Context: an optimization exercise on an open-source flow, tuned for small area, a short achievable clock period and few clock cycles per item. The choices shown serve that exercise and are no tape-out recipe. Only simulation tests tie the RTL to the original design; equivalence was not proved. No activity file was given, so power comes from the tool's default toggle rates.

**flow/run.sh**
```bash
#!/bin/bash
# The standard ORFS layout (standard.sh: the standard synthesis, then
# floorplan, placement, CTS and routing), with two changes to how it is made:
#  - repair_timing is asked to leave setup slack beyond the clock period
#    (SETUP_SLACK_MARGIN, in ns), so it sizes the paths for speed;
#  - every port still gets a buffer, but a plain buf_2 instead of the delay
#    cell buffer_ports picks by default.
# The SDC, the clock period and all other settings are the standard flow's.
set -euo pipefail
MARGIN=${MARGIN:-7.5}
bash standard.sh SETUP_SLACK_MARGIN=$MARGIN \
  "BUFFER_PORTS_ARGS=-buffer_cell sky130_fd_sc_hd__buf_2" \
  finish > flow_make.log 2>&1
```
**standard.sh**
```bash
#!/bin/bash
# synth_recipe.tcl (not shown) runs the flow's synth.tcl, then flattens the netlist and writes it again
# the make line also repeats each setting of config.mk as NAME=value (left out here)
make -C /OpenROAD-flow-scripts/flow DESIGN_CONFIG=/design/flow/config.mk WORK_HOME=/design/flow/orfs CLKGATE_MAP_FILE= SYNTH_SCRIPT=/design/flow/synth_recipe.tcl "${@:-finish}"
```
**config.mk**
```make
export PLATFORM = sky130hd
export DESIGN_NAME = ahb_ml_mac_acc
export DESIGN_NICKNAME = ahb_ml_mac_acc
export VERILOG_FILES = /design/flow/design.v
export SDC_FILE = /design/flow/constraint.sdc
export NUM_CORES = 4
export LEC_CHECK = 0
export ABC_AREA = 1
export CAP_MARGIN = 20
export CORE_MARGIN = 2
export CORE_UTILIZATION = 65
export SLEW_MARGIN = 20
```
**constraint.sdc**
```tcl
create_clock -name core_clock -period 11.0 [get_ports {HCLK}]
set_input_delay 2.2000 -clock core_clock [delete_from_list [all_inputs] [get_ports {HCLK}]]
set_output_delay 2.2000 -clock core_clock [all_outputs]
set_load 0.01 [all_outputs]
```
**design.v**
```verilog
module ahb_ml_mac_acc #(
  parameter int DATA_W  = 16,
  parameter int VEC_LEN = 8,
  parameter int ACC_W   = 40
) (
  input  logic        HCLK,
  input  logic        HRESETn,
  input  logic        HSEL,
  input  logic        HREADY,
  input  logic [1:0]  HTRANS,
  input  logic [2:0]  HSIZE,
  input  logic        HWRITE,
  input  logic [31:0] HADDR,
  input  logic [31:0] HWDATA,
  output logic        HREADYOUT,
  output logic [1:0]  HRESP,
  output logic [31:0] HRDATA,
  output logic        IRQ
);
  localparam int SW = 35;    
  logic [DATA_W-1:0] x_q [VEC_LEN];
  logic [DATA_W-1:0] w_q [VEC_LEN];
  logic [VEC_LEN-1:0] vx_q, vw_q;
  logic [3:0]  len_q;
  logic [3:0]  eff_q;
  logic        ie_q, done_q, busy_q, cap_q, restart_q, kill_q, rz_q, irq_q;
  logic        mx_e, mw_e, fnb_q;
  logic [DATA_W-1:0] mx_q, mw_q;
  logic [SW-1:0] s_q;
  logic [SW-1:0] r_q;
  logic [31:0]   hr_q;
  logic       sel;
  logic       a_ctrl_n, a_len_n, a_lo_n, a_hi_n, a_x_n, a_w_n;
  logic [2:0] jn;
  logic       t_ctrl, t_len, t_x, t_w, wr_q;
  logic [2:0] j_q;
  assign sel      = HSEL & HREADY & HTRANS[1];
  assign a_ctrl_n = sel & (HADDR[7:0] == 8'h00);
  assign a_len_n  = sel & (HADDR[7:0] == 8'h04);
  assign a_lo_n   = sel & (HADDR[7:0] == 8'h08);
  assign a_hi_n   = sel & (HADDR[7:0] == 8'h0C);
  assign a_x_n    = sel & (HADDR[7:5] == 3'b010) & (HADDR[1:0] == 2'b00);
  assign a_w_n    = sel & (HADDR[7:5] == 3'b100) & (HADDR[1:0] == 2'b00);
  assign jn       = HADDR[4:2];
  logic d_ctrl, d_len, d_lo, d_hi, d_x, d_w;
  assign d_ctrl = (HADDR[7:0] == 8'h00);
  assign d_len  = (HADDR[7:0] == 8'h04);
  assign d_lo   = (HADDR[7:0] == 8'h08);
  assign d_hi   = (HADDR[7:0] == 8'h0C);
  assign d_x    = (HADDR[7:5] == 3'b010) & (HADDR[1:0] == 2'b00);
  assign d_w    = (HADDR[7:5] == 3'b100) & (HADDR[1:0] == 2'b00);
  always_ff @(posedge HCLK or negedge HRESETn) begin
    if (!HRESETn) begin
      t_ctrl <= 1'b0;
      t_len  <= 1'b0;
      t_x    <= 1'b0;
      t_w    <= 1'b0;
      wr_q   <= 1'b0;
      j_q    <= '0;
    end else begin
      t_ctrl <= a_ctrl_n;
      t_len  <= a_len_n;
      t_x    <= a_x_n;
      t_w    <= a_w_n;
      wr_q   <= HWRITE;
      j_q    <= jn;
    end
  end
  logic        ctrl_we, clear_go, start_go, caught_up;
  logic        wx, ww, wop, len_we, restart;
  logic [3:0]  len_wr;
  logic        len_big;
  logic [VEC_LEN-1:0] vx_next, vw_next;
  assign ctrl_we   = wr_q & t_ctrl;
  assign clear_go  = ctrl_we & HWDATA[1];
  assign start_go  = ctrl_we & HWDATA[0] & ~HWDATA[1] & ~busy_q;
  assign caught_up = (eff_q == len_q) & ~restart_q;
  assign wx      = wr_q & t_x & ~busy_q;
  assign ww      = wr_q & t_w & ~busy_q;
  assign wop     = wx | ww;
  assign len_we  = wr_q & t_len & ~busy_q;
  assign len_big = (|HWDATA[31:4]) | (HWDATA[3] & (|HWDATA[2:0]));
  assign len_wr  = len_big ? 4'd8 : HWDATA[3:0];
  always_comb begin
    for (int i = 0; i < VEC_LEN; i++) begin
      vx_next[i] = vx_q[i] | (wx & (j_q == 3'(i)));
      vw_next[i] = vw_q[i] | (ww & (j_q == 3'(i)));
    end
  end
  always_ff @(posedge HCLK) begin
    for (int i = 0; i < VEC_LEN; i++) begin
      if (wx & (j_q == 3'(i)))
        x_q[i] <= HWDATA[DATA_W-1:0];
      if (ww & (j_q == 3'(i)))
        w_q[i] <= HWDATA[DATA_W-1:0];
    end
  end
  always_ff @(posedge HCLK or negedge HRESETn) begin
    if (!HRESETn) begin
      vx_q  <= '0;
      vw_q  <= '0;
      len_q <= '0;
      ie_q  <= 1'b0;
    end else begin
      vx_q <= vx_next;
      vw_q <= vw_next;
      if (len_we)
        len_q <= len_wr;
      if (ctrl_we)
        ie_q <= HWDATA[2];
    end
  end
  logic        step_full, step_busy, step, valid, hold_x, hold_w;
  logic [2:0]  ei;
  logic [DATA_W-1:0] a_in, b_in;
  logic [3:0]  eff_inc, eff_next;
  assign restart   = (wop & ({1'b0, j_q} < eff_q)) | restart_q;
  assign step_full = ~busy_q & ~len_we &
                     (restart ? (wop & (j_q == 3'd0) & (len_q != 4'd0) & fnb_q)
                              : ((eff_q < len_q) & mx_e & mw_e));
  assign step_busy = busy_q & (eff_q < len_q) & mx_e & mw_e;
  assign step      = step_full | step_busy;
  assign hold_x    = busy_q & mx_e & ~step;
  assign hold_w    = busy_q & mw_e & ~step;
  assign ei    = restart ? 3'd0 : eff_q[2:0];
  assign valid = (wx | vx_q[ei]) & (ww | vw_q[ei]);
  assign a_in = wop ? HWDATA[DATA_W-1:0] : mx_q;
  assign b_in = ww ? mx_q : mw_q;
  assign eff_inc  = eff_q + 4'd1;
  logic [7:0] lt_eff;
  always_comb
    for (int v = 0; v < 8; v++)
      lt_eff[v] = (4'(v) < eff_q);
  assign eff_next = restart ? {3'd0, step} : (step ? eff_inc : eff_q);
  logic [7:0] neg_in, one_in, two_in;
  always_comb begin
    for (int k = 0; k < 8; k++) begin
      logic lo;
      lo = (k == 0) ? 1'b0 : b_in[2*k-1];
      neg_in[k] = b_in[2*k+1];
      one_in[k] = b_in[2*k] ^ lo;
      two_in[k] = (b_in[2*k+1] & ~b_in[2*k] & ~lo) | (~b_in[2*k+1] & b_in[2*k] & lo);
    end
  end
  logic [DATA_W-1:0] a1_q;
  logic [7:0]        neg1_q, one1_q, two1_q;
  logic [SW-1:0]     ms, mc, ps_q, pc_q;
  logic [SW-1:0]     s_next;
  always_ff @(posedge HCLK) begin
    a1_q   <= a_in;
    neg1_q <= (step & valid) ? neg_in : 8'd0;
    one1_q <= (step & valid) ? one_in : 8'd0;
    two1_q <= (step & valid) ? two_in : 8'd0;
  end
  mac_booth_csa u_mul (.a(a1_q), .neg_in(neg1_q), .one_in(one1_q),
                       .two_in(two1_q), .s(ms), .c(mc));
  assign s_next = s_q + ps_q + pc_q;
  always_ff @(posedge HCLK) begin
    ps_q <= ms;
    pc_q <= mc;
    s_q  <= kill_q ? '0 : s_next;
  end
  always_ff @(posedge HCLK or negedge HRESETn) begin
    if (!HRESETn) begin
      eff_q     <= '0;
      restart_q <= 1'b0;
      kill_q    <= 1'b1;
      fnb_q     <= 1'b0;
    end else begin
      fnb_q     <= ~busy_q;
      eff_q     <= eff_next;
      restart_q <= len_we & ~restart_q & ~(|HWDATA[31:3]) & lt_eff[HWDATA[2:0]];
      kill_q    <= restart;
    end
  end
  logic busy_next, done_next, ie_next, rz_next;
  logic [3:0] len_next;
  assign busy_next = ~clear_go & (start_go | busy_q) & ~caught_up;
  assign done_next = ~clear_go & ((start_go | busy_q) ? caught_up : done_q);
  assign ie_next   = ctrl_we ? HWDATA[2] : ie_q;
  assign len_next  = len_we ? len_wr : len_q;
  assign rz_next   = clear_go | (rz_q & ~cap_q);
  always_ff @(posedge HCLK or negedge HRESETn) begin
    if (!HRESETn) begin
      busy_q <= 1'b0;
      done_q <= 1'b0;
      cap_q  <= 1'b0;
      rz_q   <= 1'b1;
      irq_q  <= 1'b0;
    end else begin
      busy_q <= busy_next;
      done_q <= done_next;
      cap_q  <= ~clear_go & (start_go | busy_q) & caught_up;
      rz_q   <= rz_next;
      irq_q  <= done_next & ie_next;
    end
  end
  always_ff @(posedge HCLK) begin
    if (cap_q & ~clear_go)
      r_q <= s_next;
  end
  logic [2:0]        kx_n, kw_n;
  logic [DATA_W-1:0] xm, wm;
  logic [SW-1:0]     r_next;
  logic rx_n, rw_n;
  assign rx_n = (HADDR[7:6] == 2'b01);
  assign rw_n = (HADDR[7:6] == 2'b10);
  assign kx_n = (rx_n | (rw_n & ~busy_q)) ? jn : eff_next[2:0];
  assign kw_n = (rw_n | (rx_n & ~busy_q)) ? jn : eff_next[2:0];
  assign xm = (wx & (j_q == kx_n)) ? HWDATA[DATA_W-1:0] : x_q[kx_n];
  assign wm = (ww & (j_q == kw_n)) ? HWDATA[DATA_W-1:0] : w_q[kw_n];
  assign r_next = cap_q ? s_next : r_q;
  always_ff @(posedge HCLK) begin
    mx_q <= hold_x ? mx_q : xm;
    mw_q <= hold_w ? mw_q : wm;
    mx_e <= hold_x | (kx_n == eff_next[2:0]);
    mw_e <= hold_w | (kw_n == eff_next[2:0]);
    hr_q <= ({32{d_ctrl}} & {28'd0, 1'b0, ie_next, done_next, busy_next}) |
            ({32{d_len}}  & {28'd0, len_next}) |
            ({32{d_lo & ~rz_next}} & r_next[31:0]) |
            ({32{d_hi & ~rz_next}} & {{29{r_next[SW-1]}}, r_next[SW-1:32]}) |
            ({32{d_x & vx_next[jn]}} & {{16{xm[DATA_W-1]}}, xm}) |
            ({32{d_w & vw_next[jn]}} & {{16{wm[DATA_W-1]}}, wm});
  end
  assign HRDATA    = hr_q;
  assign HREADYOUT = 1'b1;
  assign HRESP     = 2'b00;
  assign IRQ       = irq_q;
  logic unused_ok;
  assign unused_ok = ^{HSIZE, HTRANS[0], HADDR[31:8]};
endmodule
module mac_booth_csa (
  input  logic [15:0] a,
  input  logic [7:0] neg_in,
  input  logic [7:0] one_in,
  input  logic [7:0] two_in,
  output logic [34:0] s,
  output logic [34:0] c
);
  logic [7:0] neg, one, two;
  assign neg = neg_in;
  assign one = one_in;
  assign two = two_in;
  logic pp0_0;
  logic pp0_1;
  logic pp0_2;
  logic pp0_3;
  logic pp0_4;
  logic pp0_5;
  logic pp0_6;
  logic pp0_7;
  logic pp0_8;
  logic pp0_9;
  logic pp0_10;
  logic pp0_11;
  logic pp0_12;
  logic pp0_13;
  logic pp0_14;
  logic pp0_15;
  logic pp0_16;
  logic pp0_17;
  logic pp0_17n;
  logic pp1_0;
  logic pp1_1;
  logic pp1_2;
  logic pp1_3;
  logic pp1_4;
  logic pp1_5;
  logic pp1_6;
  logic pp1_7;
  logic pp1_8;
  logic pp1_9;
  logic pp1_10;
  logic pp1_11;
  logic pp1_12;
  logic pp1_13;
  logic pp1_14;
  logic pp1_15;
  logic pp1_16;
  logic pp1_17;
  logic pp1_17n;
  logic pp2_0;
  logic pp2_1;
  logic pp2_2;
  logic pp2_3;
  logic pp2_4;
  logic pp2_5;
  logic pp2_6;
  logic pp2_7;
  logic pp2_8;
  logic pp2_9;
  logic pp2_10;
  logic pp2_11;
  logic pp2_12;
  logic pp2_13;
  logic pp2_14;
  logic pp2_15;
  logic pp2_16;
  logic pp2_17;
  logic pp2_17n;
  logic pp3_0;
  logic pp3_1;
  logic pp3_2;
  logic pp3_3;
  logic pp3_4;
  logic pp3_5;
  logic pp3_6;
  logic pp3_7;
  logic pp3_8;
  logic pp3_9;
  logic pp3_10;
  logic pp3_11;
  logic pp3_12;
  logic pp3_13;
  logic pp3_14;
  logic pp3_15;
  logic pp3_16;
  logic pp3_17;
  logic pp3_17n;
  logic pp4_0;
  logic pp4_1;
  logic pp4_2;
  logic pp4_3;
  logic pp4_4;
  logic pp4_5;
  logic pp4_6;
  logic pp4_7;
  logic pp4_8;
  logic pp4_9;
  logic pp4_10;
  logic pp4_11;
  logic pp4_12;
  logic pp4_13;
  logic pp4_14;
  logic pp4_15;
  logic pp4_16;
  logic pp4_17;
  logic pp4_17n;
  logic pp5_0;
  logic pp5_1;
  logic pp5_2;
  logic pp5_3;
  logic pp5_4;
  logic pp5_5;
  logic pp5_6;
  logic pp5_7;
  logic pp5_8;
  logic pp5_9;
  logic pp5_10;
  logic pp5_11;
  logic pp5_12;
  logic pp5_13;
  logic pp5_14;
  logic pp5_15;
  logic pp5_16;
  logic pp5_17;
  logic pp5_17n;
  logic pp6_0;
  logic pp6_1;
  logic pp6_2;
  logic pp6_3;
  logic pp6_4;
  logic pp6_5;
  logic pp6_6;
  logic pp6_7;
  logic pp6_8;
  logic pp6_9;
  logic pp6_10;
  logic pp6_11;
  logic pp6_12;
  logic pp6_13;
  logic pp6_14;
  logic pp6_15;
  logic pp6_16;
  logic pp6_17;
  logic pp6_17n;
  logic pp7_0;
  logic pp7_1;
  logic pp7_2;
  logic pp7_3;
  logic pp7_4;
  logic pp7_5;
  logic pp7_6;
  logic pp7_7;
  logic pp7_8;
  logic pp7_9;
  logic pp7_10;
  logic pp7_11;
  logic pp7_12;
  logic pp7_13;
  logic pp7_14;
  logic pp7_15;
  logic pp7_16;
  logic pp7_17;
  logic pp7_17n;
  logic s1;
  logic c2;
  logic s3;
  logic c4;
  logic s5;
  logic c6;
  logic s7;
  logic c8;
  logic s9;
  logic c10;
  logic s11;
  logic c12;
  logic s13;
  logic c14;
  logic s15;
  logic c16;
  logic s17;
  logic c18;
  logic s19;
  logic c20;
  logic s21;
  logic c22;
  logic s23;
  logic c24;
  logic s25;
  logic c26;
  logic s27;
  logic c28;
  logic s29;
  logic c30;
  logic s31;
  logic c32;
  logic s33;
  logic c34;
  logic s35;
  logic c36;
  logic s37;
  logic c38;
  logic s39;
  logic c40;
  logic s41;
  logic c42;
  logic s43;
  logic c44;
  logic s45;
  logic c46;
  logic s47;
  logic c48;
  logic s49;
  logic c50;
  logic s51;
  logic c52;
  logic s53;
  logic c54;
  logic s55;
  logic c56;
  logic s57;
  logic c58;
  logic s59;
  logic c60;
  logic s61;
  logic c62;
  logic s63;
  logic c64;
  logic s65;
  logic c66;
  logic s67;
  logic c68;
  logic s69;
  logic c70;
  logic s71;
  logic c72;
  logic s73;
  logic c74;
  logic s75;
  logic c76;
  logic s77;
  logic c78;
  logic s79;
  logic c80;
  logic s81;
  logic c82;
  logic s83;
  logic c84;
  logic s85;
  logic c86;
  logic s87;
  logic c88;
  logic s89;
  logic c90;
  logic s91;
  logic c92;
  logic s93;
  logic c94;
  logic s95;
  logic c96;
  logic s97;
  logic c98;
  logic s99;
  logic c100;
  logic s101;
  logic c102;
  logic s103;
  logic c104;
  logic s105;
  logic c106;
  logic s107;
  logic c108;
  logic s109;
  logic c110;
  logic s111;
  logic c112;
  logic s113;
  logic c114;
  logic s115;
  logic c116;
  logic s117;
  logic c118;
  logic s119;
  logic c120;
  logic s121;
  logic c122;
  logic s123;
  logic c124;
  logic s125;
  logic c126;
  logic s127;
  logic c128;
  logic s129;
  logic c130;
  logic s131;
  logic c132;
  logic s133;
  logic c134;
  logic s135;
  logic c136;
  logic s137;
  logic c138;
  logic s139;
  logic c140;
  logic s141;
  logic c142;
  logic s143;
  logic c144;
  logic s145;
  logic c146;
  logic s147;
  logic c148;
  logic s149;
  logic c150;
  logic s151;
  logic c152;
  logic s153;
  logic c154;
  logic s155;
  logic c156;
  logic s157;
  logic c158;
  logic s159;
  logic c160;
  logic s161;
  logic c162;
  logic s163;
  logic c164;
  logic s165;
  logic c166;
  logic s167;
  logic c168;
  logic s169;
  logic c170;
  logic s171;
  logic c172;
  logic s173;
  logic c174;
  logic s175;
  logic c176;
  logic s177;
  logic c178;
  logic s179;
  logic c180;
  logic s181;
  logic c182;
  logic s183;
  logic c184;
  logic s185;
  logic c186;
  logic s187;
  logic c188;
  logic s189;
  logic c190;
  logic s191;
  logic c192;
  logic s193;
  logic c194;
  logic s195;
  logic c196;
  logic s197;
  logic c198;
  logic s199;
  logic c200;
  logic s201;
  logic c202;
  logic s203;
  logic c204;
  logic s205;
  logic c206;
  logic s207;
  logic c208;
  logic s209;
  logic c210;
  logic s211;
  logic c212;
  logic s213;
  logic c214;
  logic s215;
  logic c216;
  logic s217;
  logic c218;
  logic s219;
  logic c220;
  logic s221;
  logic c222;
  logic s223;
  logic c224;
  logic s225;
  logic c226;
  logic s227;
  logic c228;
  logic s229;
  logic c230;
  logic s231;
  logic c232;
  logic s233;
  logic c234;
  logic s235;
  logic c236;
  logic s237;
  logic c238;
  assign pp0_0 = ((one[0] & a[0]) | (two[0] & 1'b0)) ^ neg[0];
  assign pp0_1 = ((one[0] & a[1]) | (two[0] & a[0])) ^ neg[0];
  assign pp0_2 = ((one[0] & a[2]) | (two[0] & a[1])) ^ neg[0];
  assign pp0_3 = ((one[0] & a[3]) | (two[0] & a[2])) ^ neg[0];
  assign pp0_4 = ((one[0] & a[4]) | (two[0] & a[3])) ^ neg[0];
  assign pp0_5 = ((one[0] & a[5]) | (two[0] & a[4])) ^ neg[0];
  assign pp0_6 = ((one[0] & a[6]) | (two[0] & a[5])) ^ neg[0];
  assign pp0_7 = ((one[0] & a[7]) | (two[0] & a[6])) ^ neg[0];
  assign pp0_8 = ((one[0] & a[8]) | (two[0] & a[7])) ^ neg[0];
  assign pp0_9 = ((one[0] & a[9]) | (two[0] & a[8])) ^ neg[0];
  assign pp0_10 = ((one[0] & a[10]) | (two[0] & a[9])) ^ neg[0];
  assign pp0_11 = ((one[0] & a[11]) | (two[0] & a[10])) ^ neg[0];
  assign pp0_12 = ((one[0] & a[12]) | (two[0] & a[11])) ^ neg[0];
  assign pp0_13 = ((one[0] & a[13]) | (two[0] & a[12])) ^ neg[0];
  assign pp0_14 = ((one[0] & a[14]) | (two[0] & a[13])) ^ neg[0];
  assign pp0_15 = ((one[0] & a[15]) | (two[0] & a[14])) ^ neg[0];
  assign pp0_16 = ((one[0] & a[15]) | (two[0] & a[15])) ^ neg[0];
  assign pp0_17 = ((one[0] & a[15]) | (two[0] & a[15])) ^ neg[0];
  assign pp0_17n = ~pp0_17;
  assign pp1_0 = ((one[1] & a[0]) | (two[1] & 1'b0)) ^ neg[1];
  assign pp1_1 = ((one[1] & a[1]) | (two[1] & a[0])) ^ neg[1];
  assign pp1_2 = ((one[1] & a[2]) | (two[1] & a[1])) ^ neg[1];
  assign pp1_3 = ((one[1] & a[3]) | (two[1] & a[2])) ^ neg[1];
  assign pp1_4 = ((one[1] & a[4]) | (two[1] & a[3])) ^ neg[1];
  assign pp1_5 = ((one[1] & a[5]) | (two[1] & a[4])) ^ neg[1];
  assign pp1_6 = ((one[1] & a[6]) | (two[1] & a[5])) ^ neg[1];
  assign pp1_7 = ((one[1] & a[7]) | (two[1] & a[6])) ^ neg[1];
  assign pp1_8 = ((one[1] & a[8]) | (two[1] & a[7])) ^ neg[1];
  assign pp1_9 = ((one[1] & a[9]) | (two[1] & a[8])) ^ neg[1];
  assign pp1_10 = ((one[1] & a[10]) | (two[1] & a[9])) ^ neg[1];
  assign pp1_11 = ((one[1] & a[11]) | (two[1] & a[10])) ^ neg[1];
  assign pp1_12 = ((one[1] & a[12]) | (two[1] & a[11])) ^ neg[1];
  assign pp1_13 = ((one[1] & a[13]) | (two[1] & a[12])) ^ neg[1];
  assign pp1_14 = ((one[1] & a[14]) | (two[1] & a[13])) ^ neg[1];
  assign pp1_15 = ((one[1] & a[15]) | (two[1] & a[14])) ^ neg[1];
  assign pp1_16 = ((one[1] & a[15]) | (two[1] & a[15])) ^ neg[1];
  assign pp1_17 = ((one[1] & a[15]) | (two[1] & a[15])) ^ neg[1];
  assign pp1_17n = ~pp1_17;
  assign pp2_0 = ((one[2] & a[0]) | (two[2] & 1'b0)) ^ neg[2];
  assign pp2_1 = ((one[2] & a[1]) | (two[2] & a[0])) ^ neg[2];
  assign pp2_2 = ((one[2] & a[2]) | (two[2] & a[1])) ^ neg[2];
  assign pp2_3 = ((one[2] & a[3]) | (two[2] & a[2])) ^ neg[2];
  assign pp2_4 = ((one[2] & a[4]) | (two[2] & a[3])) ^ neg[2];
  assign pp2_5 = ((one[2] & a[5]) | (two[2] & a[4])) ^ neg[2];
  assign pp2_6 = ((one[2] & a[6]) | (two[2] & a[5])) ^ neg[2];
  assign pp2_7 = ((one[2] & a[7]) | (two[2] & a[6])) ^ neg[2];
  assign pp2_8 = ((one[2] & a[8]) | (two[2] & a[7])) ^ neg[2];
  assign pp2_9 = ((one[2] & a[9]) | (two[2] & a[8])) ^ neg[2];
  assign pp2_10 = ((one[2] & a[10]) | (two[2] & a[9])) ^ neg[2];
  assign pp2_11 = ((one[2] & a[11]) | (two[2] & a[10])) ^ neg[2];
  assign pp2_12 = ((one[2] & a[12]) | (two[2] & a[11])) ^ neg[2];
  assign pp2_13 = ((one[2] & a[13]) | (two[2] & a[12])) ^ neg[2];
  assign pp2_14 = ((one[2] & a[14]) | (two[2] & a[13])) ^ neg[2];
  assign pp2_15 = ((one[2] & a[15]) | (two[2] & a[14])) ^ neg[2];
  assign pp2_16 = ((one[2] & a[15]) | (two[2] & a[15])) ^ neg[2];
  assign pp2_17 = ((one[2] & a[15]) | (two[2] & a[15])) ^ neg[2];
  assign pp2_17n = ~pp2_17;
  assign pp3_0 = ((one[3] & a[0]) | (two[3] & 1'b0)) ^ neg[3];
  assign pp3_1 = ((one[3] & a[1]) | (two[3] & a[0])) ^ neg[3];
  assign pp3_2 = ((one[3] & a[2]) | (two[3] & a[1])) ^ neg[3];
  assign pp3_3 = ((one[3] & a[3]) | (two[3] & a[2])) ^ neg[3];
  assign pp3_4 = ((one[3] & a[4]) | (two[3] & a[3])) ^ neg[3];
  assign pp3_5 = ((one[3] & a[5]) | (two[3] & a[4])) ^ neg[3];
  assign pp3_6 = ((one[3] & a[6]) | (two[3] & a[5])) ^ neg[3];
  assign pp3_7 = ((one[3] & a[7]) | (two[3] & a[6])) ^ neg[3];
  assign pp3_8 = ((one[3] & a[8]) | (two[3] & a[7])) ^ neg[3];
  assign pp3_9 = ((one[3] & a[9]) | (two[3] & a[8])) ^ neg[3];
  assign pp3_10 = ((one[3] & a[10]) | (two[3] & a[9])) ^ neg[3];
  assign pp3_11 = ((one[3] & a[11]) | (two[3] & a[10])) ^ neg[3];
  assign pp3_12 = ((one[3] & a[12]) | (two[3] & a[11])) ^ neg[3];
  assign pp3_13 = ((one[3] & a[13]) | (two[3] & a[12])) ^ neg[3];
  assign pp3_14 = ((one[3] & a[14]) | (two[3] & a[13])) ^ neg[3];
  assign pp3_15 = ((one[3] & a[15]) | (two[3] & a[14])) ^ neg[3];
  assign pp3_16 = ((one[3] & a[15]) | (two[3] & a[15])) ^ neg[3];
  assign pp3_17 = ((one[3] & a[15]) | (two[3] & a[15])) ^ neg[3];
  assign pp3_17n = ~pp3_17;
  assign pp4_0 = ((one[4] & a[0]) | (two[4] & 1'b0)) ^ neg[4];
  assign pp4_1 = ((one[4] & a[1]) | (two[4] & a[0])) ^ neg[4];
  assign pp4_2 = ((one[4] & a[2]) | (two[4] & a[1])) ^ neg[4];
  assign pp4_3 = ((one[4] & a[3]) | (two[4] & a[2])) ^ neg[4];
  assign pp4_4 = ((one[4] & a[4]) | (two[4] & a[3])) ^ neg[4];
  assign pp4_5 = ((one[4] & a[5]) | (two[4] & a[4])) ^ neg[4];
  assign pp4_6 = ((one[4] & a[6]) | (two[4] & a[5])) ^ neg[4];
  assign pp4_7 = ((one[4] & a[7]) | (two[4] & a[6])) ^ neg[4];
  assign pp4_8 = ((one[4] & a[8]) | (two[4] & a[7])) ^ neg[4];
  assign pp4_9 = ((one[4] & a[9]) | (two[4] & a[8])) ^ neg[4];
  assign pp4_10 = ((one[4] & a[10]) | (two[4] & a[9])) ^ neg[4];
  assign pp4_11 = ((one[4] & a[11]) | (two[4] & a[10])) ^ neg[4];
  assign pp4_12 = ((one[4] & a[12]) | (two[4] & a[11])) ^ neg[4];
  assign pp4_13 = ((one[4] & a[13]) | (two[4] & a[12])) ^ neg[4];
  assign pp4_14 = ((one[4] & a[14]) | (two[4] & a[13])) ^ neg[4];
  assign pp4_15 = ((one[4] & a[15]) | (two[4] & a[14])) ^ neg[4];
  assign pp4_16 = ((one[4] & a[15]) | (two[4] & a[15])) ^ neg[4];
  assign pp4_17 = ((one[4] & a[15]) | (two[4] & a[15])) ^ neg[4];
  assign pp4_17n = ~pp4_17;
  assign pp5_0 = ((one[5] & a[0]) | (two[5] & 1'b0)) ^ neg[5];
  assign pp5_1 = ((one[5] & a[1]) | (two[5] & a[0])) ^ neg[5];
  assign pp5_2 = ((one[5] & a[2]) | (two[5] & a[1])) ^ neg[5];
  assign pp5_3 = ((one[5] & a[3]) | (two[5] & a[2])) ^ neg[5];
  assign pp5_4 = ((one[5] & a[4]) | (two[5] & a[3])) ^ neg[5];
  assign pp5_5 = ((one[5] & a[5]) | (two[5] & a[4])) ^ neg[5];
  assign pp5_6 = ((one[5] & a[6]) | (two[5] & a[5])) ^ neg[5];
  assign pp5_7 = ((one[5] & a[7]) | (two[5] & a[6])) ^ neg[5];
  assign pp5_8 = ((one[5] & a[8]) | (two[5] & a[7])) ^ neg[5];
  assign pp5_9 = ((one[5] & a[9]) | (two[5] & a[8])) ^ neg[5];
  assign pp5_10 = ((one[5] & a[10]) | (two[5] & a[9])) ^ neg[5];
  assign pp5_11 = ((one[5] & a[11]) | (two[5] & a[10])) ^ neg[5];
  assign pp5_12 = ((one[5] & a[12]) | (two[5] & a[11])) ^ neg[5];
  assign pp5_13 = ((one[5] & a[13]) | (two[5] & a[12])) ^ neg[5];
  assign pp5_14 = ((one[5] & a[14]) | (two[5] & a[13])) ^ neg[5];
  assign pp5_15 = ((one[5] & a[15]) | (two[5] & a[14])) ^ neg[5];
  assign pp5_16 = ((one[5] & a[15]) | (two[5] & a[15])) ^ neg[5];
  assign pp5_17 = ((one[5] & a[15]) | (two[5] & a[15])) ^ neg[5];
  assign pp5_17n = ~pp5_17;
  assign pp6_0 = ((one[6] & a[0]) | (two[6] & 1'b0)) ^ neg[6];
  assign pp6_1 = ((one[6] & a[1]) | (two[6] & a[0])) ^ neg[6];
  assign pp6_2 = ((one[6] & a[2]) | (two[6] & a[1])) ^ neg[6];
  assign pp6_3 = ((one[6] & a[3]) | (two[6] & a[2])) ^ neg[6];
  assign pp6_4 = ((one[6] & a[4]) | (two[6] & a[3])) ^ neg[6];
  assign pp6_5 = ((one[6] & a[5]) | (two[6] & a[4])) ^ neg[6];
  assign pp6_6 = ((one[6] & a[6]) | (two[6] & a[5])) ^ neg[6];
  assign pp6_7 = ((one[6] & a[7]) | (two[6] & a[6])) ^ neg[6];
  assign pp6_8 = ((one[6] & a[8]) | (two[6] & a[7])) ^ neg[6];
  assign pp6_9 = ((one[6] & a[9]) | (two[6] & a[8])) ^ neg[6];
  assign pp6_10 = ((one[6] & a[10]) | (two[6] & a[9])) ^ neg[6];
  assign pp6_11 = ((one[6] & a[11]) | (two[6] & a[10])) ^ neg[6];
  assign pp6_12 = ((one[6] & a[12]) | (two[6] & a[11])) ^ neg[6];
  assign pp6_13 = ((one[6] & a[13]) | (two[6] & a[12])) ^ neg[6];
  assign pp6_14 = ((one[6] & a[14]) | (two[6] & a[13])) ^ neg[6];
  assign pp6_15 = ((one[6] & a[15]) | (two[6] & a[14])) ^ neg[6];
  assign pp6_16 = ((one[6] & a[15]) | (two[6] & a[15])) ^ neg[6];
  assign pp6_17 = ((one[6] & a[15]) | (two[6] & a[15])) ^ neg[6];
  assign pp6_17n = ~pp6_17;
  assign pp7_0 = ((one[7] & a[0]) | (two[7] & 1'b0)) ^ neg[7];
  assign pp7_1 = ((one[7] & a[1]) | (two[7] & a[0])) ^ neg[7];
  assign pp7_2 = ((one[7] & a[2]) | (two[7] & a[1])) ^ neg[7];
  assign pp7_3 = ((one[7] & a[3]) | (two[7] & a[2])) ^ neg[7];
  assign pp7_4 = ((one[7] & a[4]) | (two[7] & a[3])) ^ neg[7];
  assign pp7_5 = ((one[7] & a[5]) | (two[7] & a[4])) ^ neg[7];
  assign pp7_6 = ((one[7] & a[6]) | (two[7] & a[5])) ^ neg[7];
  assign pp7_7 = ((one[7] & a[7]) | (two[7] & a[6])) ^ neg[7];
  assign pp7_8 = ((one[7] & a[8]) | (two[7] & a[7])) ^ neg[7];
  assign pp7_9 = ((one[7] & a[9]) | (two[7] & a[8])) ^ neg[7];
  assign pp7_10 = ((one[7] & a[10]) | (two[7] & a[9])) ^ neg[7];
  assign pp7_11 = ((one[7] & a[11]) | (two[7] & a[10])) ^ neg[7];
  assign pp7_12 = ((one[7] & a[12]) | (two[7] & a[11])) ^ neg[7];
  assign pp7_13 = ((one[7] & a[13]) | (two[7] & a[12])) ^ neg[7];
  assign pp7_14 = ((one[7] & a[14]) | (two[7] & a[13])) ^ neg[7];
  assign pp7_15 = ((one[7] & a[15]) | (two[7] & a[14])) ^ neg[7];
  assign pp7_16 = ((one[7] & a[15]) | (two[7] & a[15])) ^ neg[7];
  assign pp7_17 = ((one[7] & a[15]) | (two[7] & a[15])) ^ neg[7];
  assign pp7_17n = ~pp7_17;
  assign s1 = pp0_10 ^ pp1_8;
  assign c2 = pp0_10 & pp1_8;
  assign s3 = pp0_11 ^ pp1_9;
  assign c4 = pp0_11 & pp1_9;
  assign s5 = pp0_12 ^ pp1_10 ^ pp2_8;
  assign c6 = (pp0_12 & pp1_10) | (pp0_12 & pp2_8) | (pp1_10 & pp2_8);
  assign s7 = pp3_6 ^ pp4_4;
  assign c8 = pp3_6 & pp4_4;
  assign s9 = pp0_13 ^ pp1_11 ^ pp2_9;
  assign c10 = (pp0_13 & pp1_11) | (pp0_13 & pp2_9) | (pp1_11 & pp2_9);
  assign s11 = pp3_7 ^ pp4_5;
  assign c12 = pp3_7 & pp4_5;
  assign s13 = pp0_14 ^ pp1_12 ^ pp2_10;
  assign c14 = (pp0_14 & pp1_12) | (pp0_14 & pp2_10) | (pp1_12 & pp2_10);
  assign s15 = pp3_8 ^ pp4_6 ^ pp5_4;
  assign c16 = (pp3_8 & pp4_6) | (pp3_8 & pp5_4) | (pp4_6 & pp5_4);
  assign s17 = pp6_2 ^ pp7_0;
  assign c18 = pp6_2 & pp7_0;
  assign s19 = pp0_15 ^ pp1_13 ^ pp2_11;
  assign c20 = (pp0_15 & pp1_13) | (pp0_15 & pp2_11) | (pp1_13 & pp2_11);
  assign s21 = pp3_9 ^ pp4_7 ^ pp5_5;
  assign c22 = (pp3_9 & pp4_7) | (pp3_9 & pp5_5) | (pp4_7 & pp5_5);
  assign s23 = pp6_3 ^ pp7_1;
  assign c24 = pp6_3 & pp7_1;
  assign s25 = pp0_16 ^ pp1_14 ^ pp2_12;
  assign c26 = (pp0_16 & pp1_14) | (pp0_16 & pp2_12) | (pp1_14 & pp2_12);
  assign s27 = pp3_10 ^ pp4_8 ^ pp5_6;
  assign c28 = (pp3_10 & pp4_8) | (pp3_10 & pp5_6) | (pp4_8 & pp5_6);
  assign s29 = pp6_4 ^ pp7_2;
  assign c30 = pp6_4 & pp7_2;
  assign s31 = 1'b1 ^ pp0_17n ^ pp1_15;
  assign c32 = (1'b1 & pp0_17n) | (1'b1 & pp1_15) | (pp0_17n & pp1_15);
  assign s33 = pp2_13 ^ pp3_11 ^ pp4_9;
  assign c34 = (pp2_13 & pp3_11) | (pp2_13 & pp4_9) | (pp3_11 & pp4_9);
  assign s35 = pp5_7 ^ pp6_5 ^ pp7_3;
  assign c36 = (pp5_7 & pp6_5) | (pp5_7 & pp7_3) | (pp6_5 & pp7_3);
  assign s37 = 1'b1 ^ pp1_16 ^ pp2_14;
  assign c38 = (1'b1 & pp1_16) | (1'b1 & pp2_14) | (pp1_16 & pp2_14);
  assign s39 = pp3_12 ^ pp4_10 ^ pp5_8;
  assign c40 = (pp3_12 & pp4_10) | (pp3_12 & pp5_8) | (pp4_10 & pp5_8);
  assign s41 = pp6_6 ^ pp7_4;
  assign c42 = pp6_6 & pp7_4;
  assign s43 = pp1_17n ^ pp2_15 ^ pp3_13;
  assign c44 = (pp1_17n & pp2_15) | (pp1_17n & pp3_13) | (pp2_15 & pp3_13);
  assign s45 = pp4_11 ^ pp5_9 ^ pp6_7;
  assign c46 = (pp4_11 & pp5_9) | (pp4_11 & pp6_7) | (pp5_9 & pp6_7);
  assign s47 = 1'b1 ^ pp2_16 ^ pp3_14;
  assign c48 = (1'b1 & pp2_16) | (1'b1 & pp3_14) | (pp2_16 & pp3_14);
  assign s49 = pp4_12 ^ pp5_10;
  assign c50 = pp4_12 & pp5_10;
  assign s51 = pp2_17n ^ pp3_15 ^ pp4_13;
  assign c52 = (pp2_17n & pp3_15) | (pp2_17n & pp4_13) | (pp3_15 & pp4_13);
  assign s53 = 1'b1 ^ pp3_16;
  assign c54 = 1'b1 & pp3_16;
  assign s55 = pp0_6 ^ pp1_4;
  assign c56 = pp0_6 & pp1_4;
  assign s57 = pp0_7 ^ pp1_5;
  assign c58 = pp0_7 & pp1_5;
  assign s59 = pp0_8 ^ pp1_6 ^ pp2_4;
  assign c60 = (pp0_8 & pp1_6) | (pp0_8 & pp2_4) | (pp1_6 & pp2_4);
  assign s61 = pp3_2 ^ pp4_0;
  assign c62 = pp3_2 & pp4_0;
  assign s63 = pp0_9 ^ pp1_7 ^ pp2_5;
  assign c64 = (pp0_9 & pp1_7) | (pp0_9 & pp2_5) | (pp1_7 & pp2_5);
  assign s65 = pp3_3 ^ pp4_1;
  assign c66 = pp3_3 & pp4_1;
  assign s67 = s1 ^ pp2_6 ^ pp3_4;
  assign c68 = (s1 & pp2_6) | (s1 & pp3_4) | (pp2_6 & pp3_4);
  assign s69 = pp4_2 ^ pp5_0 ^ neg[5];
  assign c70 = (pp4_2 & pp5_0) | (pp4_2 & neg[5]) | (pp5_0 & neg[5]);
  assign s71 = c2 ^ s3 ^ pp2_7;
  assign c72 = (c2 & s3) | (c2 & pp2_7) | (s3 & pp2_7);
  assign s73 = pp3_5 ^ pp4_3 ^ pp5_1;
  assign c74 = (pp3_5 & pp4_3) | (pp3_5 & pp5_1) | (pp4_3 & pp5_1);
  assign s75 = c4 ^ s5 ^ s7;
  assign c76 = (c4 & s5) | (c4 & s7) | (s5 & s7);
  assign s77 = pp5_2 ^ pp6_0 ^ neg[6];
  assign c78 = (pp5_2 & pp6_0) | (pp5_2 & neg[6]) | (pp6_0 & neg[6]);
  assign s79 = c6 ^ c8 ^ s9;
  assign c80 = (c6 & c8) | (c6 & s9) | (c8 & s9);
  assign s81 = s11 ^ pp5_3 ^ pp6_1;
  assign c82 = (s11 & pp5_3) | (s11 & pp6_1) | (pp5_3 & pp6_1);
  assign s83 = c10 ^ c12 ^ s13;
  assign c84 = (c10 & c12) | (c10 & s13) | (c12 & s13);
  assign s85 = s15 ^ s17 ^ neg[7];
  assign c86 = (s15 & s17) | (s15 & neg[7]) | (s17 & neg[7]);
  assign s87 = c14 ^ c16 ^ c18;
  assign c88 = (c14 & c16) | (c14 & c18) | (c16 & c18);
  assign s89 = s19 ^ s21 ^ s23;
  assign c90 = (s19 & s21) | (s19 & s23) | (s21 & s23);
  assign s91 = c20 ^ c22 ^ c24;
  assign c92 = (c20 & c22) | (c20 & c24) | (c22 & c24);
  assign s93 = s25 ^ s27 ^ s29;
  assign c94 = (s25 & s27) | (s25 & s29) | (s27 & s29);
  assign s95 = c26 ^ c28 ^ c30;
  assign c96 = (c26 & c28) | (c26 & c30) | (c28 & c30);
  assign s97 = s31 ^ s33 ^ s35;
  assign c98 = (s31 & s33) | (s31 & s35) | (s33 & s35);
  assign s99 = c32 ^ c34 ^ c36;
  assign c100 = (c32 & c34) | (c32 & c36) | (c34 & c36);
  assign s101 = s37 ^ s39 ^ s41;
  assign c102 = (s37 & s39) | (s37 & s41) | (s39 & s41);
  assign s103 = c38 ^ c40 ^ c42;
  assign c104 = (c38 & c40) | (c38 & c42) | (c40 & c42);
  assign s105 = s43 ^ s45 ^ pp7_5;
  assign c106 = (s43 & s45) | (s43 & pp7_5) | (s45 & pp7_5);
  assign s107 = c44 ^ c46 ^ s47;
  assign c108 = (c44 & c46) | (c44 & s47) | (c46 & s47);
  assign s109 = s49 ^ pp6_8 ^ pp7_6;
  assign c110 = (s49 & pp6_8) | (s49 & pp7_6) | (pp6_8 & pp7_6);
  assign s111 = c48 ^ c50 ^ s51;
  assign c112 = (c48 & c50) | (c48 & s51) | (c50 & s51);
  assign s113 = pp5_11 ^ pp6_9 ^ pp7_7;
  assign c114 = (pp5_11 & pp6_9) | (pp5_11 & pp7_7) | (pp6_9 & pp7_7);
  assign s115 = c52 ^ s53 ^ pp4_14;
  assign c116 = (c52 & s53) | (c52 & pp4_14) | (s53 & pp4_14);
  assign s117 = pp5_12 ^ pp6_10 ^ pp7_8;
  assign c118 = (pp5_12 & pp6_10) | (pp5_12 & pp7_8) | (pp6_10 & pp7_8);
  assign s119 = c54 ^ pp3_17n ^ pp4_15;
  assign c120 = (c54 & pp3_17n) | (c54 & pp4_15) | (pp3_17n & pp4_15);
  assign s121 = pp5_13 ^ pp6_11 ^ pp7_9;
  assign c122 = (pp5_13 & pp6_11) | (pp5_13 & pp7_9) | (pp6_11 & pp7_9);
  assign s123 = 1'b1 ^ pp4_16 ^ pp5_14;
  assign c124 = (1'b1 & pp4_16) | (1'b1 & pp5_14) | (pp4_16 & pp5_14);
  assign s125 = pp6_12 ^ pp7_10;
  assign c126 = pp6_12 & pp7_10;
  assign s127 = pp4_17n ^ pp5_15 ^ pp6_13;
  assign c128 = (pp4_17n & pp5_15) | (pp4_17n & pp6_13) | (pp5_15 & pp6_13);
  assign s129 = 1'b1 ^ pp5_16;
  assign c130 = 1'b1 & pp5_16;
  assign s131 = pp0_4 ^ pp1_2;
  assign c132 = pp0_4 & pp1_2;
  assign s133 = pp0_5 ^ pp1_3;
  assign c134 = pp0_5 & pp1_3;
  assign s135 = s55 ^ pp2_2 ^ pp3_0;
  assign c136 = (s55 & pp2_2) | (s55 & pp3_0) | (pp2_2 & pp3_0);
  assign s137 = c56 ^ s57 ^ pp2_3;
  assign c138 = (c56 & s57) | (c56 & pp2_3) | (s57 & pp2_3);
  assign s139 = c58 ^ s59 ^ s61;
  assign c140 = (c58 & s59) | (c58 & s61) | (s59 & s61);
  assign s141 = c60 ^ c62 ^ s63;
  assign c142 = (c60 & c62) | (c60 & s63) | (c62 & s63);
  assign s143 = c64 ^ c66 ^ s67;
  assign c144 = (c64 & c66) | (c64 & s67) | (c66 & s67);
  assign s145 = c68 ^ c70 ^ s71;
  assign c146 = (c68 & c70) | (c68 & s71) | (c70 & s71);
  assign s147 = c72 ^ c74 ^ s75;
  assign c148 = (c72 & c74) | (c72 & s75) | (c74 & s75);
  assign s149 = c76 ^ c78 ^ s79;
  assign c150 = (c76 & c78) | (c76 & s79) | (c78 & s79);
  assign s151 = c80 ^ c82 ^ s83;
  assign c152 = (c80 & c82) | (c80 & s83) | (c82 & s83);
  assign s153 = c84 ^ c86 ^ s87;
  assign c154 = (c84 & c86) | (c84 & s87) | (c86 & s87);
  assign s155 = c88 ^ c90 ^ s91;
  assign c156 = (c88 & c90) | (c88 & s91) | (c90 & s91);
  assign s157 = c92 ^ c94 ^ s95;
  assign c158 = (c92 & c94) | (c92 & s95) | (c94 & s95);
  assign s159 = c96 ^ c98 ^ s99;
  assign c160 = (c96 & c98) | (c96 & s99) | (c98 & s99);
  assign s161 = c100 ^ c102 ^ s103;
  assign c162 = (c100 & c102) | (c100 & s103) | (c102 & s103);
  assign s163 = c104 ^ c106 ^ s107;
  assign c164 = (c104 & c106) | (c104 & s107) | (c106 & s107);
  assign s165 = c108 ^ c110 ^ s111;
  assign c166 = (c108 & c110) | (c108 & s111) | (c110 & s111);
  assign s167 = c112 ^ c114 ^ s115;
  assign c168 = (c112 & c114) | (c112 & s115) | (c114 & s115);
  assign s169 = c116 ^ c118 ^ s119;
  assign c170 = (c116 & c118) | (c116 & s119) | (c118 & s119);
  assign s171 = c120 ^ c122 ^ s123;
  assign c172 = (c120 & c122) | (c120 & s123) | (c122 & s123);
  assign s173 = c124 ^ c126 ^ s127;
  assign c174 = (c124 & c126) | (c124 & s127) | (c126 & s127);
  assign s175 = c128 ^ s129 ^ pp6_14;
  assign c176 = (c128 & s129) | (c128 & pp6_14) | (s129 & pp6_14);
  assign s177 = c130 ^ pp5_17n ^ pp6_15;
  assign c178 = (c130 & pp5_17n) | (c130 & pp6_15) | (pp5_17n & pp6_15);
  assign s179 = 1'b1 ^ pp6_16;
  assign c180 = 1'b1 & pp6_16;
  assign s181 = pp0_2 ^ pp1_0;
  assign c182 = pp0_2 & pp1_0;
  assign s183 = pp0_3 ^ pp1_1;
  assign c184 = pp0_3 & pp1_1;
  assign s185 = s131 ^ pp2_0 ^ neg[2];
  assign c186 = (s131 & pp2_0) | (s131 & neg[2]) | (pp2_0 & neg[2]);
  assign s187 = c132 ^ s133 ^ pp2_1;
  assign c188 = (c132 & s133) | (c132 & pp2_1) | (s133 & pp2_1);
  assign s189 = c134 ^ s135 ^ neg[3];
  assign c190 = (c134 & s135) | (c134 & neg[3]) | (s135 & neg[3]);
  assign s191 = c136 ^ s137 ^ pp3_1;
  assign c192 = (c136 & s137) | (c136 & pp3_1) | (s137 & pp3_1);
  assign s193 = c138 ^ s139 ^ neg[4];
  assign c194 = (c138 & s139) | (c138 & neg[4]) | (s139 & neg[4]);
  assign s195 = c140 ^ s141 ^ s65;
  assign c196 = (c140 & s141) | (c140 & s65) | (s141 & s65);
  assign s197 = c142 ^ s143 ^ s69;
  assign c198 = (c142 & s143) | (c142 & s69) | (s143 & s69);
  assign s199 = c144 ^ s145 ^ s73;
  assign c200 = (c144 & s145) | (c144 & s73) | (s145 & s73);
  assign s201 = c146 ^ s147 ^ s77;
  assign c202 = (c146 & s147) | (c146 & s77) | (s147 & s77);
  assign s203 = c148 ^ s149 ^ s81;
  assign c204 = (c148 & s149) | (c148 & s81) | (s149 & s81);
  assign s205 = c150 ^ s151 ^ s85;
  assign c206 = (c150 & s151) | (c150 & s85) | (s151 & s85);
  assign s207 = c152 ^ s153 ^ s89;
  assign c208 = (c152 & s153) | (c152 & s89) | (s153 & s89);
  assign s209 = c154 ^ s155 ^ s93;
  assign c210 = (c154 & s155) | (c154 & s93) | (s155 & s93);
  assign s211 = c156 ^ s157 ^ s97;
  assign c212 = (c156 & s157) | (c156 & s97) | (s157 & s97);
  assign s213 = c158 ^ s159 ^ s101;
  assign c214 = (c158 & s159) | (c158 & s101) | (s159 & s101);
  assign s215 = c160 ^ s161 ^ s105;
  assign c216 = (c160 & s161) | (c160 & s105) | (s161 & s105);
  assign s217 = c162 ^ s163 ^ s109;
  assign c218 = (c162 & s163) | (c162 & s109) | (s163 & s109);
  assign s219 = c164 ^ s165 ^ s113;
  assign c220 = (c164 & s165) | (c164 & s113) | (s165 & s113);
  assign s221 = c166 ^ s167 ^ s117;
  assign c222 = (c166 & s167) | (c166 & s117) | (s167 & s117);
  assign s223 = c168 ^ s169 ^ s121;
  assign c224 = (c168 & s169) | (c168 & s121) | (s169 & s121);
  assign s225 = c170 ^ s171 ^ s125;
  assign c226 = (c170 & s171) | (c170 & s125) | (s171 & s125);
  assign s227 = c172 ^ s173 ^ pp7_11;
  assign c228 = (c172 & s173) | (c172 & pp7_11) | (s173 & pp7_11);
  assign s229 = c174 ^ s175 ^ pp7_12;
  assign c230 = (c174 & s175) | (c174 & pp7_12) | (s175 & pp7_12);
  assign s231 = c176 ^ s177 ^ pp7_13;
  assign c232 = (c176 & s177) | (c176 & pp7_13) | (s177 & pp7_13);
  assign s233 = c178 ^ s179 ^ pp7_14;
  assign c234 = (c178 & s179) | (c178 & pp7_14) | (s179 & pp7_14);
  assign s235 = c180 ^ pp6_17n ^ pp7_15;
  assign c236 = (c180 & pp6_17n) | (c180 & pp7_15) | (pp6_17n & pp7_15);
  assign s237 = 1'b1 ^ pp7_16;
  assign c238 = 1'b1 & pp7_16;
  assign s[0] = pp0_0;
  assign c[0] = neg[0];
  assign s[1] = pp0_1;
  assign c[1] = 1'b0;
  assign s[2] = s181;
  assign c[2] = neg[1];
  assign s[3] = c182;
  assign c[3] = s183;
  assign s[4] = c184;
  assign c[4] = s185;
  assign s[5] = c186;
  assign c[5] = s187;
  assign s[6] = c188;
  assign c[6] = s189;
  assign s[7] = c190;
  assign c[7] = s191;
  assign s[8] = c192;
  assign c[8] = s193;
  assign s[9] = c194;
  assign c[9] = s195;
  assign s[10] = c196;
  assign c[10] = s197;
  assign s[11] = c198;
  assign c[11] = s199;
  assign s[12] = c200;
  assign c[12] = s201;
  assign s[13] = c202;
  assign c[13] = s203;
  assign s[14] = c204;
  assign c[14] = s205;
  assign s[15] = c206;
  assign c[15] = s207;
  assign s[16] = c208;
  assign c[16] = s209;
  assign s[17] = c210;
  assign c[17] = s211;
  assign s[18] = c212;
  assign c[18] = s213;
  assign s[19] = c214;
  assign c[19] = s215;
  assign s[20] = c216;
  assign c[20] = s217;
  assign s[21] = c218;
  assign c[21] = s219;
  assign s[22] = c220;
  assign c[22] = s221;
  assign s[23] = c222;
  assign c[23] = s223;
  assign s[24] = c224;
  assign c[24] = s225;
  assign s[25] = c226;
  assign c[25] = s227;
  assign s[26] = c228;
  assign c[26] = s229;
  assign s[27] = c230;
  assign c[27] = s231;
  assign s[28] = c232;
  assign c[28] = s233;
  assign s[29] = c234;
  assign c[29] = s235;
  assign s[30] = c236;
  assign c[30] = s237;
  assign s[31] = c238;
  assign c[31] = pp7_17n;
  assign s[32] = 1'b1;
  assign c[32] = 1'b0;
  assign s[33] = 1'b1;
  assign c[33] = 1'b0;
  assign s[34] = 1'b1;
  assign c[34] = 1'b0;
endmodule
```
==> reports/qor.txt, run 1 <==
Register Area: 14200 µm²
footprint of the multi-input gates: 13600 µm²
H-tree depth: 2
Worst Path Arrival: 4420 ps
Slew @ Worst Pin: 880 ps
synthesized instance count: 2841
Die Ht: 211 µm
Largest stage delay, worst path: 180 ps
syn_area_per_cell: 9.81 µm²
RR Endpoint: hr_q[7]
Worst Path Buf+Inv: 9
R2R Setup Slk: 7220 ps
crit path max fanout: 7
worst hold stages: 1
initial cell density of the core: 0.662
dpl hpwl: 52900 µm
die area: 44600 µm²
Via density: 6.12
drt wl/cell: 23.7 µm
GRT Resource Usage Total: 0.366
FMAX: 254 MHz
Vias: 22.6k
# hold bufs at CTS: 0
DRT antenna net count: 0
Cell Chain, Critical Path: buf_12, inv_8, nor2_4, inv_2, buf_6, o21ai_4, inv_4, nand4_1, buf_4, buf_6, nand2_4, nor3_4, buf_6, buf_12, nand2_1, nand2_1, nor2_2, nand2_1, nand2_1, nand2_2, nand2_1, nand3_2
pwr/cell area: 229 nW/µm²
sequential fraction of the synthesis area: 0.508
crit path kind: in -> reg
Hold Worst Slack: 464 ps
Iter 0 DRT Violations: 2635
Overall Power: 7.84 mW
global-route wire length before repair: 122000 µm
outcome: no timing/DRC/antenna violations
io pins: 110
Max VDD drop: 189 µV
later-pin clock latency in the skew report: 640 ps
Yosys cell types: 64
total CTS buffers: 54
final wirelength: 87400 µm
Final min period: 3940 ps
clk sinks: 535
# rows: 75
die width: 211 µm
ratio of final minimum period to clock period: 0.358
Finished Cell Area: 34300 µm²
initial antenna violation count: 2
Setup TNS: 0 ps
Slowest-stage cell, CP: buf_4
Crit path top cell by count: nand2_1
leakage: 15.3 nW
ys flop type: edfxtp_1
synthesis-stage register bit count: 535
final setup violating endpoints: 0
Rel. slew slack: 0.412
min-delay src: restart_q
Layout Utilization: 0.814
dpl cell area: 28700 µm²
area leader, netlist: edfxtp_1
final slew viol count: 0
final hold vios: 0
R2R depth: 25
Critical Path Start: HADDR[6]
layout cell share with drive strength beyond 1: 0.255
count leader, synth: nand2_1
Final GP Congestion: 0.953
reg2reg start: j_q[1]
Critical Path End Type: flop
Async S/R FF share, synth: 0.0766
area share of the largest cell type after synthesis: 0.348
Post-synth top cells: nand2_1, edfxtp_1, inv_1, nor2_1, dfxtp_1
max_cap viols: 0
Top Family by Delay on Critical Path: simple AND/OR/NAND/NOR gates
vias in the first global route: 21.3k
GR Overflow Total: 0
Worst Skew: 47.8 ps
# fillers: 2438
CTS tree: built
Max Buffers Root-to-Sink: 3
cell area after synthesis: 27900 µm²
core area: 42100 µm²
CP required: 11480 ps
Port Buf Inserts: 78
DRC violations left: 0
RSZ-0062 raised after global routing: yes
clock-pin slew on the worst setup and hold paths: 70 ps
Final nets: 3363
Post-synth EDFFs: 323
Area contributors post-synth: edfxtp_1, dfxtp_1, nand2_1, fa_1, xor2_1
crit path launch type: input pin
Hold Crit Class: reg -> reg
Hold Path End: restart_q
Syn. warnings: 3
largest net degree at the start of global routing: 50
Root Driver: clkbuf_16
drt first pass iters: 7
P&R area growth vs syn: 23.0%
routing by layer:
| layer | part of all wire | global-route usage | vias to the layer above |
|---|---|---|---|
| li1 | - | - | 9910 |
| met1 | 0.35 | 0.437 | 10900 |
| met2 | 0.49 | 0.624 | 1439 |
| met3 | 0.088 | 0.0632 | 400 |
| met4 | 0.075 | 0.223 | 2 |
| met5 | 0.00015 | 0 | - |
sequential cells by signal (all words and copies together) (netlist names), 16 cells and up:
name,count
pc_q,30
ps_q,32
mx_q,16
a1_q,16
hr_q,32
w_q,128
r_q,35
x_q,128
mw_q,16
s_q,35
power breakdown:
part | switching (mW) | leakage (nW) | internal [mW]
Clock | 0.814 | 0.907 | 1.11
Combinational | 2.16 | 9.51 | 1.18
Sequential | 0.148 | 4.88 | 2.44
worst max path at each step:
stage               slack (ps)  depth (start not counted)        to
global route              7050                         18  hr_q[31]
finish                    7060                         22   hr_q[7]
global placement          5630                         17  hr_q[12]
detailed placement        5600                         17  hr_q[11]
CTS                       7250                         10   hr_q[2]
floorplan                 7100                         15  hr_q[21]
what timing repair did:
action                     4_1_cts  5_1_grt
setup buffers                   71      116
cloned                          12        7
gates resized for setup        209      287
pin swaps                       90      141
setup endpoints to repair      108      100
placed cells by master, fill, tap and decap left out, types with 15 or more instances in the layout:
cell type   netlist  final
a21oi_1          82     63
a21oi_2           0     16
buf_12            0     23
buf_2            10     67
buf_4            18    160
buf_6            13     42
clkbuf_1         49     15
clkbuf_16         0     58
clkinvlp_4        0     22
dfrtp_1          39     38
dfxtp_1         171    162
edfxtp_1        323    323
fa_1            119    119
ha_1             64     64
inv_1           320    293
nand2_1         661    535
nand2_2          19    107
nand2_4           7     34
nand2_8           0     21
nand3_1          56     40
nand4_1          34     34
nor2_1          264    209
nor2_2            2     41
nor2_4            2     18
o211ai_1         17     17
o21ai_0          97     76
o22ai_1         121    120
or2_2            27     27
xor2_1          159    156
cells by family (layout without fill, tap and decap cells):
family	after synthesis	after routing	synth area share
flops	535	535	0.508
mux	9	9	0.00323
buf+inv	443	739	0.0666
fa+ha+maj	183	183	0.114
other cells	2	4	0.000269
compound gates	366	366	0.0784
simple gates	1136	1149	0.177
xor+xnor	167	167	0.0525
stage by stage:
step | cells | setup slack (ps)
floorplan | 2842 | 7100
global placement | 3383 | 5630
finish | 3691 | 7060
CTS | 3567 | 7250
detailed placement | 3383 | 5600
global route | 3690 | 7050
area by class of cell:
cell class,count,area share
Multi-Input combinational cell,1877,0.395
Inverter,338,0.0418
Antenna cell,1,0.0000730
Clock inverter,19,0.00748
Timing Repair Buffer,297,0.0749
Sequential cell,535,0.413
Timing Repair inverter,3,0.000730
Clock buffer,82,0.0469
Tap cell,539,0.0197
Testbench counts, summed over its fixed seeds: cycles 28,076, items 2,000.
==> run 2, diff against run 1 <==
--- a/design.v
+++ b/design.v
@@ -23,8 +23,8 @@
   logic [VEC_LEN-1:0] vx_q, vw_q;
   logic [3:0]  len_q;
   logic [3:0]  eff_q;
-  logic        ie_q, done_q, busy_q, cap_q, restart_q, kill_q, rz_q, irq_q;
-  logic        mx_e, mw_e, fnb_q;
+  logic        ie_q, done_q, busy_q, cap_q, restart_q, kill_q, kill2_q, rz_q, irq_q;
+  logic        mx_e, mw_e, fnb_q, m_fresh;
   logic [DATA_W-1:0] mx_q, mw_q;
   logic [SW-1:0] s_q;
   logic [SW-1:0] r_q;
@@ -116,7 +116,7 @@
   logic [3:0]  eff_inc, eff_next;
   assign restart   = (wop & ({1'b0, j_q} < eff_q)) | restart_q;
   assign step_full = ~busy_q & ~len_we &
-                     (restart ? (wop & (j_q == 3'd0) & (len_q != 4'd0) & fnb_q)
+                     (restart ? (wop & (j_q == 3'd0) & (len_q != 4'd0) & fnb_q & m_fresh)
                               : ((eff_q < len_q) & mx_e & mw_e));
   assign step_busy = busy_q & (eff_q < len_q) & mx_e & mw_e;
   assign step      = step_full | step_busy;
@@ -165,12 +165,14 @@
       eff_q     <= '0;
       restart_q <= 1'b0;
       kill_q    <= 1'b1;
+      kill2_q   <= 1'b1;
       fnb_q     <= 1'b0;
     end else begin
       fnb_q     <= ~busy_q;
       eff_q     <= eff_next;
       restart_q <= len_we & ~restart_q & ~(|HWDATA[31:3]) & lt_eff[HWDATA[2:0]];
-      kill_q    <= restart;
+      kill_q    <= restart | kill2_q;
+      kill2_q   <= 1'b0;
     end
   end
   logic busy_next, done_next, ie_next, rz_next;
@@ -207,14 +209,18 @@
   assign rw_n = (HADDR[7:6] == 2'b10);
   assign kx_n = (rx_n | (rw_n & ~busy_q)) ? jn : eff_next[2:0];
   assign kw_n = (rw_n | (rx_n & ~busy_q)) ? jn : eff_next[2:0];
-  assign xm = (wx & (j_q == kx_n)) ? HWDATA[DATA_W-1:0] : x_q[kx_n];
-  assign wm = (ww & (j_q == kw_n)) ? HWDATA[DATA_W-1:0] : w_q[kw_n];
+  logic byp_x, byp_w;
+  assign byp_x = wx & (j_q == kx_n);
+  assign byp_w = ww & (j_q == kw_n);
+  assign xm = byp_x ? HWDATA[DATA_W-1:0] : x_q[kx_n];
+  assign wm = byp_w ? HWDATA[DATA_W-1:0] : w_q[kw_n];
   assign r_next = cap_q ? s_next : r_q;
   always_ff @(posedge HCLK) begin
-    mx_q <= hold_x ? mx_q : xm;
-    mw_q <= hold_w ? mw_q : wm;
-    mx_e <= hold_x | (kx_n == eff_next[2:0]);
-    mw_e <= hold_w | (kw_n == eff_next[2:0]);
+    mx_q <= hold_x ? mx_q : x_q[kx_n];
+    mw_q <= hold_w ? mw_q : w_q[kw_n];
+    mx_e <= hold_x | ((kx_n == eff_next[2:0]) & ~byp_x);
+    mw_e <= hold_w | ((kw_n == eff_next[2:0]) & ~byp_w);
+    m_fresh <= ~(byp_x | byp_w);
     hr_q <= ({32{d_ctrl}} & {28'd0, 1'b0, ie_next, done_next, busy_next}) |
             ({32{d_len}}  & {28'd0, len_next}) |
             ({32{d_lo & ~rz_next}} & r_next[31:0]) |
--- a/flow/run.sh
+++ b/flow/run.sh
@@ -7,7 +7,7 @@
 #    cell buffer_ports picks by default.
 # The SDC, the clock period and all other settings are the standard flow's.
 set -euo pipefail
-MARGIN=${MARGIN:-7.5}
+MARGIN=${MARGIN:-7.25}
 bash standard.sh SETUP_SLACK_MARGIN=$MARGIN \
   "BUFFER_PORTS_ARGS=-buffer_cell sky130_fd_sc_hd__buf_2" \
   finish > flow_make.log 2>&1
--- a/config.mk
+++ b/config.mk
@@ -6,7 +6,9 @@
 export NUM_CORES = 4
 export LEC_CHECK = 0
 export ABC_AREA = 1
-export CAP_MARGIN = 20
+export CAP_MARGIN = 10
 export CORE_MARGIN = 2
-export CORE_UTILIZATION = 65
-export SLEW_MARGIN = 20
+export CORE_UTILIZATION = 70
+export CTS_CLUSTER_DIAMETER = 60
+export CTS_CLUSTER_SIZE = 35
+export SLEW_MARGIN = 10
==> reports/qor.txt, run 2 <==
vias in the first global route: 21.3k (+0.19%)
final setup violating endpoints: 0 (unchanged)
Final nets: 3350 (-0.39%)
leakage: 15.1 nW (-1.3%)
P&R area growth vs syn: 15.7%
ys flop type: edfxtp_1
Finished Cell Area: 32900 µm² (-4.2%)
dpl cell area: 29200 µm² (+1.5%)
DRC violations left: 0 (unchanged)
synthesized instance count: 2944 (+3.6%)
min-delay src: vw_q[4]
Yosys cell types: 62 (-3.1%)
drt wl/cell: 24.1 µm (+1.8%)
Final GP Congestion: 0.965 (+1.3%)
Critical Path End Type: flop
Hold Crit Class: reg -> reg
Max VDD drop: 214 µV (+13%)
syn_area_per_cell: 9.65 µm² (-1.7%)
Slew @ Worst Pin: 1010 ps (+126 ps)
die area: 42200 µm² (-5.3%)
Max Buffers Root-to-Sink: 3 (unchanged)
Syn. warnings: 3 (unchanged)
layout cell share with drive strength beyond 1: 0.169 (-0.0862)
ratio of final minimum period to clock period: 0.378 (+0.0199)
area leader, netlist: edfxtp_1
Area contributors post-synth: edfxtp_1, dfxtp_1, fa_1, nand2_1, inv_1
synthesis-stage register bit count: 537 (+0.37%)
Largest regs: w_q: 128 flops, x_q: 128 flops
RSZ-0062 raised after global routing: yes
Async S/R FF share, synth: 0.0782 (+0.00158)
global-route wire length before repair: 121000 µm (-1.0%)
io pins: 110 (unchanged)
Critical Path Start: HADDR[6]
count leader, synth: nand2_1
Worst Skew: 43.7 ps (-4.10 ps)
Hold Worst Slack: 490 ps (+26.3 ps)
clk sinks: 537 (+0.37%)
initial cell density of the core: 0.712 (+0.0500)
Place WS: 5630 ps (+27.1 ps)
sequential fraction of the synthesis area: 0.500 (-0.00780)
Final min period: 4160 ps (+219 ps)
Layout Utilization: 0.823 (+0.00955)
DRT antenna net count: 0 (unchanged)
reg2reg start: busy_q
FMAX: 240 MHz (-5.3%)
die width: 205 µm (-2.7%)
cell area after synthesis: 28400 µm² (+1.9%)
most frequent cells in the layout: nand2_1, inv_1, edfxtp_1
clock-pin slew on the worst setup and hold paths: 90 ps (+20 ps)
max_cap viols: 0 (unchanged)
CTS tree: built
Worst Path Arrival: 4620 ps (+200 ps)
Placed Cells: 3454 (+2.1%)
Overall Power: 6.46 mW (-18%)
final hold vios: 0 (unchanged)
crit path max fanout: 6 (-1)
commonest non-fill, non-tap cell in the layout: nand2_1
later-pin clock latency in the skew report: 600 ps (-40 ps)
# rows: 73 (-2.7%)
dpl hpwl: 52500 µm (-0.82%)
CP required: 11460 ps (-20 ps)
fin cells: 3645 (-1.2%)
Die Ht: 205 µm (-2.7%)
Rel. slew slack: 0.329 (-0.0825)
Post-synth EDFFs: 323 (unchanged)
drt first pass iters: 7 (unchanged)
crit path kind: in -> reg
initial antenna violation count: 4 (+2)
Root Driver: clkbuf_16
Setup TNS: 0 ps (unchanged)
Vias: 23.2k (+2.4%)
outcome: no timing/DRC/antenna violations
area share of the largest cell type after synthesis: 0.341 (-0.00647)
Via density: 6.35 (+3.7%)
GR Overflow Total: 0 (unchanged)
crit path launch type: input pin
Port Buf Inserts: 78 (unchanged)
core area: 39900 µm² (-5.3%)
worst setup margin: 6840 ps (-219 ps)
GRT Resource Usage Total: 0.385 (+0.0185)
total CTS buffers: 35 (-35%)
final slew viol count: 0 (unchanged)
Iter 0 DRT Violations: 3248 (+23%)
Post-synth top cells: nand2_1, inv_1, edfxtp_1, nor2_1, dfxtp_1
final wirelength: 87900 µm (+0.57%)
H-tree depth: 2 (unchanged)
largest net degree at the start of global routing: 43 (-14%)
pwr/cell area: 196 nW/µm² (-14%)
[run 2: timing repair]
item,CTS,global route
gates resized for setup,115,179
pin swaps,38,85
cloned,12,12
hold buffers,0,0
buffers inserted,45,58
setup endpoints to repair,67,69
[run 2: worst paths after layout]
| path | slack [ps] | to | cells after the start |
|---|---|---|---|
| worst max-delay path | 6840 | hr_q[0] | 18 |
| worst min-delay path | 490 | vw_q[4] | 1 |
| worst max register to register | 7160 | hr_q[4] | 21 |
| worst min register to register | 490 | vw_q[4] | 1 |
| max in group asynchronous | 8510 | busy_q | 1 |
| min in group asynchronous | 1770 | vx_q[2] | 1 |
[run 2: layout make-up]
| cell class | count | area [µm²] |
|---|---|---|
| clock inverter | 25 | 357 |
| antenna | 1 | 2.50 |
| inverter | 445 | 1750 |
| multi-input combinational | 1852 | 13000 |
| tap | 525 | 657 |
| timing repair inverter | 3 | 27.5 |
| timing repair buffer | 219 | 1920 |
| fill | 2282 | 7050 |
| sequential | 537 | 14200 |
| clock buffer | 38 | 930 |
[run 2: worst max-delay path, stage by stage]
cell     delay, ps
buf_12         110
buf_4          130
nor2_4          90
inv_2           70
o21ai_4        170
buf_12         160
nand2_2         80
nand2_4        100
nand2_8        110
buf_12         150
buf_6          120
nand3_4        140
buf_12         140
o21ai_0         80
nor2_1         220
nand4_1        220
nand2_1        210
nand3_2        120
[run 2: power breakdown]
group | internal (mW) | switching [mW]
sequential | 2.34 | 0.108
clock | 0.700 | 0.800
combinational | 0.824 | 1.69
[run 2: cells by family (layout without fill, tap and decap cells)]
logic type	count (synthesis)	after routing	synth area share
xor+xnor	164	164	0.0506
mux	9	9	0.00317
buf+inv	570	730	0.0808
compound gates	429	430	0.0876
fa+ha+maj	183	183	0.112
simple gates	1050	1062	0.166
other cells	2	5	0.000264
flops	537	537	0.500
[run 2: metal layers]
metal  track usage  vias up  share of wire
li1              -    10000              -
met1         0.471    10900           0.33
met2         0.641     1736           0.47
met3        0.0649      468           0.12
met4         0.237        4          0.081
met5             0        -        0.00031
Testbench counts of run 2, summed over its fixed seeds: cycles 28,076, items 2,000.

re-timing with driven ports:
How much do the figures lean on ideal ports? The routed layouts below were timed once more, with nothing changed but the port constraints. Step 1 assumes that a clkbuf_16 drives the clock port and a buf_2 every other input. Step 2 also shifts input and output timing later by t, the mid clock arrival at the registers, as if the neighbouring blocks saw the same clock. a / b / c = no drivers / after step 1 / after step 2; a / b = the first two.
run | shift t [ns] | setup slack, ns
run 1 | 0.672 | 7.061 / 7.069 / 6.397
run 2 | 0.636 | 6.841 / 6.853 / 6.217
After both steps every run listed still meets setup and hold.
